From an optimization exercise on the open Yosys and OpenROAD flow, aimed at small area, a short achievable clock period and few clock cycles per item; shortcuts taken in it are not production practice.
At most, simulation tests tie the RTL to the original design; equivalence was not proved.

Design multDivUnit, start of the top module:
module multDivUnit (
  input  logic        clk,
  input  logic        reset,
  input  logic [2:0]  reqOp,
  input  logic [31:0] reqLOp,
  input  logic [31:0] reqROp,
  input  logic        reqValid,
  output logic        reqCredit,
  output logic [31:0] respResult,
  output logic        respDivByZero,
  output logic        respDivOverflow,
  output logic        respValid,
  input  logic        respCredit
);
Size: roughly 0.014 sq mm of cells after synthesis.
Settings: LEC_CHECK=0, CAP_MARGIN=20, CORE_MARGIN=2, CORE_UTILIZATION=40, CTS_BUF_LIST=sky130_fd_sc_hd__clkbuf_8, SETUP_SLACK_MARGIN=1.5, SLEW_MARGIN=20; clock period 6.0 ns.
standard.sh (not shown) runs the stock make flow with config.mk's settings and CLKGATE_MAP_FILE= SYNTH_SCRIPT=/design/flow/synth_recipe.tcl, a recipe that flattens the netlist after the stock synthesis.
==> flow/flow/run.sh <==
#!/bin/bash
# Layout flow: the standard flow (standard.sh) with two changes.
#  1. After the standard synthesis, the combinational logic is mapped again
#     by ABC for delay (flow/abc_fast.script). The flip-flops are left as
#     the standard synthesis made them (same cells, same names), and the
#     netlist is finished like the standard one (tie cells, buffered
#     pass-through wires).
#  2. The port buffers placed before global placement are the smallest
#     buffer cell instead of the tool's default pick. Every port still gets
#     one.
# Each tool's output goes to a log file of its own in this folder.
set -euo pipefail
export BUFFER_PORTS_ARGS="-buffer_cell sky130_fd_sc_hd__buf_1"
RES=orfs/results/sky130hd/multDivUnit/base
LOGS=orfs/logs/sky130hd/multDivUnit/base
LIB=$FLOW_HOME/platforms/sky130hd/lib/sky130_fd_sc_hd__tt_025C_1v80.lib
YOSYS=$FLOW_HOME/../tools/install/yosys/bin/yosys
[[ -x $YOSYS ]] || YOSYS=yosys
DELAY_PS=3000

# 1. standard synthesis
bash standard.sh synth > synth.log 2>&1
cp $RES/1_2_yosys.v remap_in.v

# only the flip-flop cells that flow/stubs.v describes may appear
SEQ=$(grep -oE "^\s*sky130_fd_sc_hd__\w+" remap_in.v | sort -u | grep -E "__(e?dfx|df[rsb]|sdf|dl[xr]|dlclkp)" | tr -d ' ' | tr '\n' ' ')
for c in $SEQ; do
  grep -q "module $c " flow/stubs.v || { echo "unexpected sequential cell $c" >&2; exit 1; }
done
# the platform's don't-use cells, as the standard synthesis passed them to ABC
DONT_USE=$(grep -m1 -oE "^abc -script .*" $LOGS/1_2_yosys.log | grep -oE -- "-dont_use [^ ]+" | tr '\n' ' ')
sed "s/{D}/$DELAY_PS/g" flow/abc_fast.script > abc_fast.script
cat > remap.ys <<EOT
read_liberty -ignore_miss_func $LIB
delete $SEQ
read_verilog flow/stubs.v
read_verilog remap_in.v
hierarchy -top multDivUnit
flatten
opt_clean -purge
abc -liberty $LIB $DONT_USE -D $DELAY_PS -script abc_fast.script
read_liberty -lib -ignore_redef $LIB
setundef -zero
splitnets
opt_clean -purge
hilomap -singleton -hicell sky130_fd_sc_hd__conb_1 HI -locell sky130_fd_sc_hd__conb_1 LO
insbuf -buf sky130_fd_sc_hd__buf_4 A X
check -assert -mapped
stat -liberty $LIB
write_verilog -noattr -nohex -nodec remapped.v
EOT
$YOSYS -s remap.ys > remap.log 2>&1
# the flip-flops must be the standard synthesis's, cell for cell and name for name
diff <(grep -oE "sky130_fd_sc_hd__(e?dfx|df[rsb]|sdf|dl[xr]|dlclkp)\w* \S+" remap_in.v | sort) \
     <(grep -oE "sky130_fd_sc_hd__(e?dfx|df[rsb]|sdf|dl[xr]|dlclkp)\w* \S+" remapped.v | sort) > ff_diff.txt
cp remapped.v $RES/1_2_yosys.v
rm -f $RES/1_synth.odb $RES/1_synth.sdc

# 2. the rest of the standard flow on the remapped netlist
bash standard.sh finish > layout.log 2>&1
Other scripts of this flow, unchanged in this note and not shown: flow/flow/abc_fast.script, flow/flow/stubs.v
Then changed:
--- a/flow/design.v
+++ b/flow/design.v
@@ -43,16 +43,17 @@
   logic [34:0] H;
   logic [31:0] Lo;
   logic [4:0]  count;
   logic        isRem;
   logic        negR;
   logic        divAdd;
   logic        corr;
   logic        selLo;
+  logic        forceQ;
   logic        dbz;
   logic        ovf;
   logic        yOne0;
   logic        yTwo0;
   logic        yInv0;
   logic        yOne1;
   logic        yTwo1;
   logic        yInv1;
@@ -90,17 +91,17 @@
   logic [5:0]  inLzL;
   logic [5:0]  inLzR;
   logic [2:0]  inBooth0;
   logic [2:0]  inBooth1;
   assign inDiv    = reqOp[2];
   assign inSgnDiv = reqOp[2] & ~reqOp[0];
   assign inNegL   = inSgnDiv & reqLOp[31];
   assign inNegR   = inSgnDiv & reqROp[31];
-  assign inLZero  = inLzL[5] & ~inNegL;
+  assign inLZero  = inLzL[5] & ~reqLOp[31];
   assign inLzL    = clz32(reqLOp ^ {32{inNegL}});
   assign inLzR    = clz32(reqROp ^ {32{inNegR}});
   assign inBooth0 = booth(reqROp[1], reqROp[0], 1'b0);
   assign inBooth1 = booth(reqROp[3], reqROp[2], reqROp[1]);
   logic [2:0]  nextBooth0;
   logic [2:0]  nextBooth1;
   assign nextBooth0 = booth(Lo[5], Lo[4], Lo[3]);
   assign nextBooth1 = booth(Lo[7], Lo[6], Lo[5]);
@@ -277,29 +278,31 @@
       end
     endcase
   end
   always_ff @(posedge clk) begin
     case (state)
       sWait: begin
         if (reqValid) begin
           A      <= {{2{reqLOp[31] & (inNegL | reqOp == opMulh | reqOp == opMulhsu)}}, reqLOp};
-          Lo     <= (!inDiv || (inSkip && reqOp[1])) ? reqROp : {32{inLZero}};
+          Lo     <= reqROp;
+          forceQ <= inDiv & inSkip & ~reqOp[1];
           count  <= inDiv ? inShAmt[4:0] : 5'd7;
           isRem  <= reqOp[1];
           negR   <= inNegR;
           divAdd <= inNegL ^ inNegR;
           corr   <= ~reqOp[2] & reqOp[1] & reqROp[31];
           selLo  <= (reqOp == opMul) | (reqOp[2:1] == 2'b10) | (inDiv & inSkip);
           dbz    <= inDiv & inLZero;
           ovf    <= inLzL[5] & inNegL & (reqROp == 32'h8000_0000);
         end
       end
       sPrep: begin
         A     <= A << count;
+        Lo    <= '0;
       end
       sMul: begin
         Lo    <= {sum[3:0], Lo[31:4]};
         count <= count - 5'd1;
       end
       sDiv: begin
         Lo    <= {Lo[30:0], qBit};
         count <= count - 5'd1;
@@ -311,17 +314,17 @@
         end else begin
           A <= {A[33], A[33:1]};
         end
       end
       default: begin
       end
     endcase
   end
-  assign respResult      = selLo ? Lo : H[31:0];
+  assign respResult      = forceQ ? {32{dbz}} : (selLo ? Lo : H[31:0]);
   assign respDivByZero   = dbz;
   assign respDivOverflow = ovf;
 endmodule
 module prefixAdd #(
   parameter int N = 35
 ) (
   input  logic [N-1:0] a,
   input  logic [N-1:0] b,
=>
- synthesized cell count is higher by about 5.4%
- routed wire length is higher by about 3.2%
- clock skew is lower by 0.014 ns
- area after synthesis is higher by 2.1%
- register-to-register slack gains 0.36 ns
- core utilization is lower by 2.7 points
No run of this note included a check of the RTL's function; only the layout flow was run.

The RTL this note starts from:
==> flow/design.v <==
`timescale 1ns/1ns
`default_nettype none
package mdPkg;
  localparam int XLen = 32;
  localparam logic [2:0] opMul    = 3'b000;
  localparam logic [2:0] opMulh   = 3'b001;
  localparam logic [2:0] opMulhsu = 3'b010;
  localparam logic [2:0] opMulhu  = 3'b011;
  localparam logic [2:0] opDiv    = 3'b100;
  localparam logic [2:0] opDivu   = 3'b101;
  localparam logic [2:0] opRem    = 3'b110;
  localparam logic [2:0] opRemu   = 3'b111;
endpackage
`default_nettype wire
`timescale 1ns/1ns
`default_nettype none
import mdPkg::*;
module multDivUnit (
  input  logic        clk,
  input  logic        reset,
  input  logic [2:0]  reqOp,
  input  logic [31:0] reqLOp,
  input  logic [31:0] reqROp,
  input  logic        reqValid,
  output logic        reqCredit,
  output logic [31:0] respResult,
  output logic        respDivByZero,
  output logic        respDivOverflow,
  output logic        respValid,
  input  logic        respCredit
);
  localparam logic [2:0] sGrant = 3'd0;   
  localparam logic [2:0] sWait  = 3'd1;   
  localparam logic [2:0] sPrep  = 3'd2;   
  localparam logic [2:0] sMul   = 3'd3;   
  localparam logic [2:0] sDiv   = 3'd4;   
  localparam logic [2:0] sCorr  = 3'd5;   
  localparam logic [2:0] sHold  = 3'd6;   
  localparam logic [2:0] sRfix  = 3'd7;   
  logic [2:0]  state;
  logic [1:0]  respCnt;
  logic [33:0] A;
  logic [34:0] H;
  logic [31:0] Lo;
  logic [4:0]  count;
  logic [5:0]  lzR;
  logic        isRem;
  logic        negR;
  logic        divAdd;
  logic        corr;
  logic        selLo;
  logic        dbz;
  logic        ovf;
  logic        yOne0;
  logic        yTwo0;
  logic        yInv0;
  logic        yOne1;
  logic        yTwo1;
  logic        yInv1;
  logic        yCin;
  logic        divMode;
  logic        divSub;
  logic        inv0;
  logic        cin0;
  logic        qFix;
  function automatic logic [5:0] clz32(input logic [31:0] v);
    logic [15:0] v16;
    logic [7:0]  v8;
    logic [3:0]  v4;
    logic [1:0]  v2;
    logic        z16;
    logic        z8;
    logic        z4;
    logic        z2;
    z16 = (v[31:16] == 16'd0);
    v16 = z16 ? v[15:0] : v[31:16];
    z8  = (v16[15:8] == 8'd0);
    v8  = z8 ? v16[7:0] : v16[15:8];
    z4  = (v8[7:4] == 4'd0);
    v4  = z4 ? v8[3:0] : v8[7:4];
    z2  = (v4[3:2] == 2'd0);
    v2  = z2 ? v4[1:0] : v4[3:2];
    if (v == 32'd0) clz32 = 6'd32;
    else clz32 = {1'b0, z16, z8, z4, z2, ~v2[1]};
  endfunction
  function automatic logic [2:0] booth(input logic b1, input logic b0, input logic bm);
    booth = {b0 ^ bm, (b1 & ~b0 & ~bm) | (~b1 & b0 & bm), b1};
  endfunction
  logic        inDiv;
  logic        inSgnDiv;
  logic        inNegL;
  logic        inNegR;
  logic        inLZero;
  logic [5:0]  inLzL;
  logic [5:0]  inLzR;
  logic [2:0]  inBooth0;
  logic [2:0]  inBooth1;
  assign inDiv    = reqOp[2];
  assign inSgnDiv = reqOp[2] & ~reqOp[0];
  assign inNegL   = inSgnDiv & reqLOp[31];
  assign inNegR   = inSgnDiv & reqROp[31];
  assign inLZero  = inLzL[5] & ~inNegL;
  assign inLzL    = clz32(reqLOp ^ {32{inNegL}});
  assign inLzR    = clz32(reqROp ^ {32{inNegR}});
  assign inBooth0 = booth(reqROp[1], reqROp[0], 1'b0);
  assign inBooth1 = booth(reqROp[3], reqROp[2], reqROp[1]);
  logic [2:0]  nextBooth0;
  logic [2:0]  nextBooth1;
  assign nextBooth0 = booth(Lo[5], Lo[4], Lo[3]);
  assign nextBooth1 = booth(Lo[7], Lo[6], Lo[5]);
  logic [1:0] respCntNext;
  logic       avail;
  assign respCntNext = respCnt + {1'b0, respCredit} - {1'b0, respValid};
  assign avail       = (respCntNext != 2'd0);
  logic [36:0] aExt;
  logic [36:0] xVal;
  logic [36:0] yVal0;
  logic [36:0] yVal1;
  logic [36:0] csaS;
  logic [36:0] csaC;
  logic [36:0] sum;
  assign aExt  = {{3{A[33]}}, A};
  assign xVal  = {{2{H[34]}}, H};
  assign divSub = divMode & H[34];
  assign inv0   = yInv0 ^ divSub;
  assign cin0   = yCin ^ divSub ^ (qFix & Lo[0]);
  assign yVal0  = (({37{yOne0}} & aExt) | ({37{yTwo0}} & {aExt[35:0], 1'b0})) ^ {37{inv0}};
  assign yVal1 = (({37{yOne1}} & {aExt[34:0], 2'b0}) | ({37{yTwo1}} & {aExt[33:0], 3'b0})) ^ {37{yInv1}};
  assign csaS  = xVal ^ yVal0 ^ yVal1;
  assign csaC  = (xVal & yVal0) | (xVal & yVal1) | (yVal0 & yVal1);
  prefixAdd #(.N(37)) i_add (
    .a   (csaS),
    .b   ({csaC[35:0], yInv1}),
    .cin (cin0),
    .s   (sum)
  );
  logic [6:0] shAmt;
  logic       skipDiv;
  logic       qBit;
  logic       fixNeed;
  logic       divNegL;
  logic [4:0] inLzLc;
  assign divNegL = divAdd ^ negR;
  assign qBit    = ~(sum[36] ^ negR);
  assign fixNeed = isRem ? negR : divAdd;
  assign inLzLc  = (inLzL == 6'd32) ? 5'd31 : inLzL[4:0];
  assign shAmt   = {2'b0, count} + {6'd0, negR} - {1'b0, lzR};
  assign skipDiv = dbz | shAmt[6];
  logic       lastStep;
  logic [2:0] nextState;
  logic       respNow;
  logic       corrMul;
  logic       corrDiv;
  assign lastStep = (count == 5'd0);
  always_comb begin
    nextState = state;
    respNow   = 1'b0;
    corrMul   = 1'b0;
    corrDiv   = 1'b0;
    case (state)
      sGrant: begin
        nextState = sWait;
      end
      sWait: begin
        if (reqValid) begin
          nextState = inDiv ? sPrep : sMul;
        end
      end
      sPrep: begin
        if (!skipDiv) nextState = sDiv;
        else respNow = 1'b1;
      end
      sMul: begin
        if (lastStep) begin
          if (corr) begin
            nextState = sCorr;
            corrMul   = 1'b1;
          end else begin
            respNow = 1'b1;
          end
        end
      end
      sDiv: begin
        if (lastStep) begin
          if (isRem && !qBit) begin
            nextState = sRfix;
          end else if (fixNeed) begin
            nextState = sCorr;
            corrDiv   = ~isRem;
          end else begin
            respNow = 1'b1;
          end
        end
      end
      sRfix: begin
        if (negR) nextState = sCorr;
        else respNow = 1'b1;
      end
      default: begin   
        respNow = 1'b1;
      end
    endcase
    if (respNow) nextState = avail ? sGrant : sHold;
  end
  always_ff @(posedge clk) begin
    if (reset) begin
      divMode   <= 1'b0;
      qFix      <= 1'b0;
      state     <= sGrant;
      respCnt   <= 2'd0;
      reqCredit <= 1'b0;
      respValid <= 1'b0;
    end else begin
      divMode   <= ((state == sPrep) && !skipDiv) || ((state == sDiv) && (!lastStep || (isRem && !qBit)));
      state     <= nextState;
      qFix      <= (state == sDiv) && lastStep && !isRem && fixNeed;
      respCnt   <= respCntNext;
      reqCredit <= (state == sGrant);
      respValid <= respNow && avail;
    end
  end
  always_ff @(posedge clk) begin
    {yOne0, yTwo0, yInv0, yCin} <= 4'b0000;
    {yOne1, yTwo1, yInv1}       <= 3'b000;
    case (state)
      sWait: begin
        if (reqValid) begin
          if (inDiv) begin
            yInv0 <= inNegR;
          end else begin
            {yOne0, yTwo0, yInv0} <= inBooth0;
            yCin                  <= inBooth0[0];
            {yOne1, yTwo1, yInv1} <= inBooth1;
          end
        end
      end
      sPrep: begin
        if (!skipDiv) {yOne0, yInv0, yCin} <= {1'b1, ~divNegL, ~divNegL};
      end
      sMul: begin
        if (!lastStep) begin
          {yOne0, yTwo0, yInv0} <= nextBooth0;
          yCin                  <= nextBooth0[0];
          {yOne1, yTwo1, yInv1} <= nextBooth1;
        end else if (corr) begin
          yOne0 <= 1'b1;                           
        end
      end
      sDiv: begin
        if (!lastStep) begin
          {yOne0, yInv0, yCin} <= {1'b1, ~divNegL, ~divNegL};
        end else if (!isRem) begin
          if (fixNeed) {yOne0, yInv0, yCin} <= 3'b111;    
        end else if (!qBit) begin
          {yOne0, yInv0, yCin} <= {1'b1, ~divNegL, ~divNegL};
        end else begin
          yCin <= negR;                                   
        end
      end
      sRfix: begin
        yCin <= negR;                                     
      end
      default: begin
      end
    endcase
  end
  always_ff @(posedge clk) begin
    case (state)
      sWait: begin
        if (reqValid) H <= {{3{inNegR}}, reqROp} & {35{inDiv}};
        else H <= sum[34:0];
      end
      sMul: begin
        H <= {{2{sum[36]}}, sum[36:4]};
      end
      sDiv: begin
        if (lastStep && !isRem) H <= '0;
        else H <= sum[34:0];
      end
      default: begin
        H <= sum[34:0];
      end
    endcase
  end
  always_ff @(posedge clk) begin
    case (state)
      sWait: begin
        if (reqValid) begin
          A      <= {{2{reqLOp[31] & (inNegL | reqOp == opMulh | reqOp == opMulhsu)}}, reqLOp};
          Lo     <= reqROp;
          count  <= inDiv ? inLzLc : 5'd7;
          lzR    <= inLzR;
          isRem  <= reqOp[1];
          negR   <= inNegR;
          divAdd <= inNegL ^ inNegR;
          corr   <= ~reqOp[2] & reqOp[1] & reqROp[31];
          selLo  <= (reqOp == opMul) | (reqOp[2:1] == 2'b10);
          dbz    <= inDiv & inLZero;
          ovf    <= inLzL[5] & inNegL & (reqROp == 32'h8000_0000);
        end
      end
      sPrep: begin
        A     <= A << shAmt[4:0];
        count <= shAmt[4:0];
        if (skipDiv) selLo <= 1'b1;
        if (!(skipDiv && isRem)) Lo <= {32{dbz}};
      end
      sMul: begin
        Lo    <= {sum[3:0], Lo[31:4]};
        count <= count - 5'd1;
      end
      sDiv: begin
        Lo    <= {Lo[30:0], qBit};
        count <= count - 5'd1;
        if (lastStep) begin
          if (!isRem) begin
            A <= {2'b0, Lo[30:0], 1'b0};
            if (fixNeed) selLo <= 1'b0;
          end
        end else begin
          A <= {A[33], A[33:1]};
        end
      end
      default: begin
      end
    endcase
  end
  assign respResult      = selLo ? Lo : H[31:0];
  assign respDivByZero   = dbz;
  assign respDivOverflow = ovf;
endmodule
module prefixAdd #(
  parameter int N = 35
) (
  input  logic [N-1:0] a,
  input  logic [N-1:0] b,
  input  logic         cin,
  output logic [N-1:0] s
);
  localparam int L = $clog2(N + 1);
  logic [N:0] g [0:L];
  logic [N:0] p [0:L];
  assign g[0] = {a & b, cin};
  assign p[0] = {a ^ b, 1'b0};
  for (genvar l = 1; l <= L; l++) begin : g_level
    for (genvar i = 0; i <= N; i++) begin : g_bit
      if (i >= (1 << (l - 1))) begin : g_merge
        assign g[l][i] = g[l-1][i] | (p[l-1][i] & g[l-1][i - (1 << (l - 1))]);
        assign p[l][i] = p[l-1][i] & p[l-1][i - (1 << (l - 1))];
      end else begin : g_pass
        assign g[l][i] = g[l-1][i];
        assign p[l][i] = p[l-1][i];
      end
    end
  end
  assign s = p[0][N:1] ^ g[L][N-1:0];
endmodule
`default_nettype wire
Settings: LEC_CHECK=0, CAP_MARGIN=20, CORE_MARGIN=2, CORE_UTILIZATION=40, SETUP_SLACK_MARGIN=1.5, SLEW_MARGIN=20; clock period 6.0 ns.
run.sh (not shown) runs the stock make flow with config.mk's settings and CLKGATE_MAP_FILE= SYNTH_SCRIPT=/design/flow/synth_recipe.tcl, a recipe that flattens the netlist after the stock synthesis.
Stock flow here: none of the scripts above is used.
Testbench counts at the start, summed over its fixed seeds: cycles 34,639, ops 3,200.
Change:
--- a/flow/design.v
+++ b/flow/design.v
@@ -59,13 +59,12 @@
   logic        yInv1;
   logic        yCin;
   logic        divMode;
   logic        divSub;
   logic        inv0;
   logic        cin0;
-  logic        qFix;
   function automatic logic [5:0] clz32(input logic [31:0] v);
     logic [15:0] v16;
     logic [7:0]  v8;
     logic [3:0]  v4;
     logic [1:0]  v2;
     logic        z16;
@@ -120,13 +119,13 @@
   logic [36:0] csaC;
   logic [36:0] sum;
   assign aExt  = {{3{A[33]}}, A};
   assign xVal  = {{2{H[34]}}, H};
   assign divSub = divMode & H[34];
   assign inv0   = yInv0 ^ divSub;
-  assign cin0   = yCin ^ divSub ^ (qFix & Lo[0]);
+  assign cin0   = yCin ^ divSub;
   assign yVal0  = (({37{yOne0}} & aExt) | ({37{yTwo0}} & {aExt[35:0], 1'b0})) ^ {37{inv0}};
   assign yVal1 = (({37{yOne1}} & {aExt[34:0], 2'b0}) | ({37{yTwo1}} & {aExt[33:0], 3'b0})) ^ {37{yInv1}};
   assign csaS  = xVal ^ yVal0 ^ yVal1;
   assign csaC  = (xVal & yVal0) | (xVal & yVal1) | (yVal0 & yVal1);
   prefixAdd #(.N(37)) i_add (
     .a   (csaS),
@@ -202,21 +201,19 @@
     endcase
     if (respNow) nextState = avail ? sGrant : sHold;
   end
   always_ff @(posedge clk) begin
     if (reset) begin
       divMode   <= 1'b0;
-      qFix      <= 1'b0;
       state     <= sGrant;
       respCnt   <= 2'd0;
       reqCredit <= 1'b0;
       respValid <= 1'b0;
     end else begin
       divMode   <= ((state == sPrep) && !skipDiv) || ((state == sDiv) && (!lastStep || (isRem && !qBit)));
       state     <= nextState;
-      qFix      <= (state == sDiv) && lastStep && !isRem && fixNeed;
       respCnt   <= respCntNext;
       reqCredit <= (state == sGrant);
       respValid <= respNow && avail;
     end
   end
   always_ff @(posedge clk) begin
@@ -311,13 +308,13 @@
       end
       sDiv: begin
         Lo    <= {Lo[30:0], qBit};
         count <= count - 5'd1;
         if (lastStep) begin
           if (!isRem) begin
-            A <= {2'b0, Lo[30:0], 1'b0};
+            A <= {2'b0, Lo[30:0], qBit};
             if (fixNeed) selLo <= 1'b0;
           end
         end else begin
           A <= {A[33], A[33:1]};
         end
       end
The new run finished clean.
Final cell count hardly moves.
Routed wire length went up slightly.
Cell area is higher slightly.
Setup slack is better by 14 ps.
The RTL of the second run of this note was laid out without a check of its function.

## port drivers added, routing unchanged
The results above use ideal ports. As a check the final layouts listed here were re-extracted and re-timed, cells and wires unchanged. Step 1 sets driving cells, clkbuf_16 on the clock port and buf_2 on the other inputs (assumed; they add their load-dependent delay and slew). Step 2 adds t to the input delays and takes it off the output delays; t is the mean of the earliest and latest rising clock arrival at the registers after step 1. Input paths then give back, and output paths get back, about the clock's delay inside the block. Three values: ideal ports, drivers, drivers and shift; two values: the first two.
run | shift t [ns] | setup WS [ns] | clock arrival spread, ns | worst data-port slew with drivers (ns) | pins driven straight from the clock port
the first run of note 1 | 0.526 | 1.194 / 1.192 / 0.666 | 0.029 / 0.028 | 0.07 | 1
the second run of note 1 | 0.532 | 1.377 / 1.357 / 0.825 | 0.014 / 0.014 | 0.10 | 1
the first run of note 2 | 0.490 | 1.562 / 1.595 / 1.105 | 0.016 / 0.016 | 0.04 | 1
the second run of note 2 | 0.494 | 1.576 / 1.576 / 1.208 | 0.011 / 0.011 | 0.04 | 1
After both steps every run listed still meets setup and hold. For the second run of note 1, which loses most, drivers alone change the setup slack by -0.020 ns; drivers and shift together by -0.552 ns.
